This is an optimization exercise on Yosys and OpenROAD, whose aim is small area, a short achievable clock period and few clock cycles per item, not a production implementation. No functional check of the RTL was part of any run shown here.

==> flow/design.v (outline; a module is shown in full before it is edited, if it fits) <==
// module circular_alpha_mask_premultiply_unit: 1797 lines
module circular_alpha_mask_premultiply_unit (
  input  logic        clk,
  input  logic        rst_n,
  input  logic        cfg_we,
  input  logic [11:0] cfg_wdata,
  input  logic        in_valid,
  output logic        in_stall,
  input  logic [11:0] in_pos_x,
  input  logic [11:0] in_pos_y,
  input  logic [7:0]  in_blue_in,
  input  logic [7:0]  in_green_in,
  input  logic [7:0]  in_red_in,
  input  logic [7:0]  in_alpha_in,
  output logic        out_valid,
  input  logic        out_stall,
  output logic [7:0]  out_blue_out,
  output logic [7:0]  out_green_out,
  output logic [7:0]  out_red_out,
  output logic [7:0]  out_alpha_out,
  output logic [1:0]  out_region
);
  // ...
==> flow/run.sh <==
#!/bin/bash
# synth_recipe.tcl (not shown) runs the flow's synth.tcl, then flattens the netlist and writes it again
# the make line also repeats each setting of config.mk as NAME=value (left out here)
make -C /OpenROAD-flow-scripts/flow DESIGN_CONFIG=/design/flow/config.mk WORK_HOME=/design/flow/orfs CLKGATE_MAP_FILE= SYNTH_SCRIPT=/design/flow/synth_recipe.tcl finish
==> flow/config.mk <==
export PLATFORM = sky130hd
export DESIGN_NAME = circular_alpha_mask_premultiply_unit
export DESIGN_NICKNAME = circular_alpha_mask_premultiply_unit
export VERILOG_FILES = /design/flow/design.v
export SDC_FILE = /design/flow/constraint.sdc
export NUM_CORES = 4
export LEC_CHECK = 0
export CAP_MARGIN = 20
export CORE_MARGIN = 2
export CORE_UTILIZATION = 60
export CTS_CLUSTER_DIAMETER = 100
export CTS_CLUSTER_SIZE = 24
export SETUP_SLACK_MARGIN = 3.8
export SLEW_MARGIN = 20
==> flow/constraint.sdc <==
create_clock -name core_clock -period 7.5 [get_ports {clk}]
set_input_delay 1.5000 -clock core_clock [delete_from_list [all_inputs] [get_ports {clk}]]
set_output_delay 1.5000 -clock core_clock [all_outputs]
set_load 0.01 [all_outputs]
==> flow_metrics.tcl, run 1 <==
set metrics [dict create \
    tns_ns 0 \
    status "timing/DRC/antenna clean" \
    r2r-start "ra2[1]" \
    wl_met1_mm 54.0 \
    cts.path.max_buffers 3 \
    syn-instance-count 5338 \
    seq_share 0.361 \
    place_congestion 0.885 \
    finalHoldViolCount 0 \
    clock_skew_ns 0.0354 \
    seq_cells 835 \
    yosysWarnings 3 \
    start_util 0.605 \
    grt_overflow 0 \
    layout_commonest_cell "inv_1" \
    cts_resized 171 \
    finalMaxSlewViolations 0 \
    dr.pass1.iters 5 \
    dr.max_layer_used "met4" \
    final_cell_count_no_fill 6966 \
    synth_top_family_by_area "adder cells" \
    synth_adder_area_share 0.259 \
    fin_area_mm2 0.0663 \
    avgSynthCellArea_um2 10.9 \
    num-multi-input-gates 3446 \
    cap_violations 0 \
    dieArea_mm2 0.0998 \
    holdPathEnd "col10[9]" \
    finalCritPeriodShare 0.515 \
    synth_compound_area_frac 0.102 \
    clk_latency_ns 0.65 \
    clkTransAtPathRegs_ns 0.10 \
    crit_end "r3[11]" \
    synth_top_area_frac 0.370 \
    wl_per_cell_um 18.1 \
]
==> run 2: changes to the inputs <==
--- a/flow/config.mk
+++ b/flow/config.mk
@@ -11,4 +11,4 @@
 export CTS_CLUSTER_DIAMETER = 100
 export CTS_CLUSTER_SIZE = 24
-export SETUP_SLACK_MARGIN = 3.8
+export SETUP_SLACK_MARGIN = 3.7
 export SLEW_MARGIN = 20
==> run 2 against run 1 <==
Effect of this change: fmax up 1.3%; final area down 1.3%; register-to-register slack better by 0.05 ns; routed wire length down 2.0%; largest cell class unchanged; critical path depth down 3; via count down 0.86%; worst hold slack better by 0.0056 ns; critical path type unchanged; global-route usage down 0.14 points; synthesized cell count unchanged.
==> flow_metrics.tcl, run 2 <==
set metrics [dict create \
    async_flop_share 0 \
    fin_crit_ns 3.81 \
    totalWireLength_mm 123 \
    avgSynthCellArea_um2 10.9 \
    dieArea_mm2 0.0998 \
    grt_util_all_layers 0.250 \
    clock_skew_ns 0.0226 \
    dr.pass1.iters 5 \
    slew_headroom 0.259 \
    synth_top_area_frac 0.370 \
    final_cell_mix "inv_1, edfxtp_1, ha_1, fa_1, nand2_1" \
    grt_overflow 0 \
    drc 0 \
    ys_seq_area_frac 0.410 \
    cp-start-kind "flop" \
    synth_area_mm2 0.0584 \
    ys.flop_type "edfxtp_1" \
    criticalPathCategory "reg -> reg" \
    via_count 37600 \
    die_w_um 316 \
    crit_buf_inv 2 \
    fmax_ghz 0.262 \
    io_buffers 108 \
    crit_arrival_ns 4.22 \
    drive_gt1_frac 0.102 \
    worstPathMaxFanout 6 \
    start_util 0.605 \
    finalHoldViolCount 0 \
    synth_edf_count 720 \
    fp-row-count 114 \
    path_cells "inv_1 > fa_1 > inv_1 > ha_2 > nand2_1 > a2111oi_4 > nor2_4 > o31ai_4 > o41ai_4 > or2_1 > a311oi_2 > xor2_1 > xor2_1 > nor3b_1" \
    place_congestion 0.875 \
    yosysWarnings 3 \
    drt-initial-drc-count 1750 \
    syn-instance-count 5338 \
    endpoint_kind "flop" \
    yosysTopAreaCell "edfxtp_1" \
    ys_seq_elements 835 \
    tns_ns 0 \
    synth_commonest_cells "inv_1, edfxtp_1, ha_1, fa_1, nand2_1" \
    max_stage_delay_ns 0.50 \
    chipHeight_um 316 \
    via_per_inst 5.44 \
    synth_most_common_cell "inv_1" \
    dp_hpwl_mm 88.5 \
    cts_root_buf "clkbuf_16" \
    nets 6611 \
    layout_commonest_cell "inv_1" \
    rsz0062_at_grt "yes" \
    cap_violations 0 \
    core_mm2 0.0966 \
    synth.area.top_cells "edfxtp_1, fa_1, ha_1" \
    syn2layout_area_growth_pct 12.1 \
    cts_sinks 835 \
    cts_tree "yes" \
    antenna_found_initial 2 \
    grt_pass1_vias 38800 \
    crit_slowest_cell "fa_1" \
    wl_per_cell_um 17.8 \
    synth.distinct_cells 85 \
    critPathTopFamily "compound AO/OA/AOI/OAI gates" \
    cts_made_buffers 45 \
    worst_pin_slew_ns 1.11 \
    antenna_left 0 \
    grt_max_degree 207 \
    finalCritPeriodShare 0.509 \
    clkTransAtPathRegs_ns 0.10 \
    status "timing/DRC/antenna clean" \
    clk_latency_ns 0.66 \
    cts.path.max_buffers 3 \
    cp.required_ns 7.91 \
    setup_viol 0 \
    r2r_setup_slack_ns 3.69 \
    htreeDepth 2 \
    finalMaxSlewViolations 0 \
    hp-class "reg -> reg" \
    grt_pass1_wl_mm 198 \
    io_pins 109 \
]
==> run 2: cell count changes in the layout (fill, tap and decap cells not counted), sizes merged, moves of 2 or more <==
| cell | before | now |
|---|---|---|
| buf | 290 | 240 |
| clkbuf | 75 | 61 |
| clkdlybuf4s50 | 99 | 102 |
| inv | 934 | 937 |
| clkinv | 3 | 5 |
| dlygate4sd2 | 3 | 1 |
==> run 2: routing by layer <==
metal / vias up / GRT usage / part of all wire
li1: 18300 / - / -
met3: 184 / 0.0253 / 0.029
met4: 0 / 0.0746 / 0.032
met5: - / 0 / 0
met1: 18500 / 0.309 / 0.42
met2: 578 / 0.461 / 0.52
==> run 2: final timing paths <==
path | cells after the start | from | end
max | 14 | rb2[5] | reg3[0]
min | 0 | pix3[5] | pixb[5]
max reg2reg | 14 | rb2[5] | reg3[0]
min reg2reg | 0 | pix3[5] | pixb[5]
==> run 2: final cells by class <==
class                           instances  area (um2)
Clock buffer                           58        1240
Multi-Input combinational cell       3446       31700
Timing Repair inverter                  2        17.5
Antenna cell                            1        2.50
Tap cell                             1276        1600
Sequential cell                       835       23900
Timing Repair Buffer                  347        3230
Fill cell                            7445       31100
Clock inverter                         16         189
Inverter                              928        3520
==> run 2: cell families after synthesis <==
group / after synthesis / synth area share
AOI/OAI and AO/OA: 937 / 0.102
xor gates and xnor gates: 275 / 0.0413
adders and majority gates: 934 / 0.259
buffers and inverters: 1060 / 0.0685
DFF: 835 / 0.410
muxes: 86 / 0.0152
other: 1 / 0.0000642
and+or+nand+nor: 1210 / 0.105
==> run 2: metrics by stage <==
stage,util,hold slack (ns),setup slack (ns),cells,area [um2]
after floorplan,-,0.400,2.23,5339,58600
after global placement,0.632,0.400,2.35,6624,61000
after detailed placement,0.632,0.405,2.29,6624,61000
after CTS,0.663,0.417,3.62,6821,64100
after global routing,0.678,0.420,3.50,6908,65400
final,0.678,0.418,3.69,6909,65400
==> run 2: repair_timing <==
action / 4_1_cts / 5_1_grt
setup endpoints to repair: 153 / 143
gates resized for setup: 127 / 172
buffers inserted: 120 / 80
cloned: 3 / 7
hold buffers: 0 / 0
pin swaps: 46 / 98

[what the ideal ports hide]
How much do the figures lean on ideal ports? The routed layouts below were timed once more, with nothing changed but the port constraints.
Step 1 sets driving cells, clkbuf_16 on the clock port and buf_2 on the other inputs (assumed; they add their load-dependent delay and slew).
Step 2 also shifts input and output timing later by t, the mid clock arrival at the registers, as if the neighbouring blocks saw the same clock.
a / b / c = ideal ports / drivers / drivers and shift; a / b = the first two.
run	t, ns	setup WS [ns]	worst hold slack (ns)	slew at the worst register clock pin (ns)
run 1	0.696	3.636 / 3.636 / 3.253	0.412 / 0.412 / 0.412	0.11 / 0.11
run 2	0.713	3.686 / 3.686 / 3.159	0.418 / 0.418 / 0.418	0.11 / 0.11
After both steps setup and hold are still met in every run listed. For run 2, which loses most, drivers alone change the setup slack by 0.000 ns; drivers and shift together by -0.527 ns.
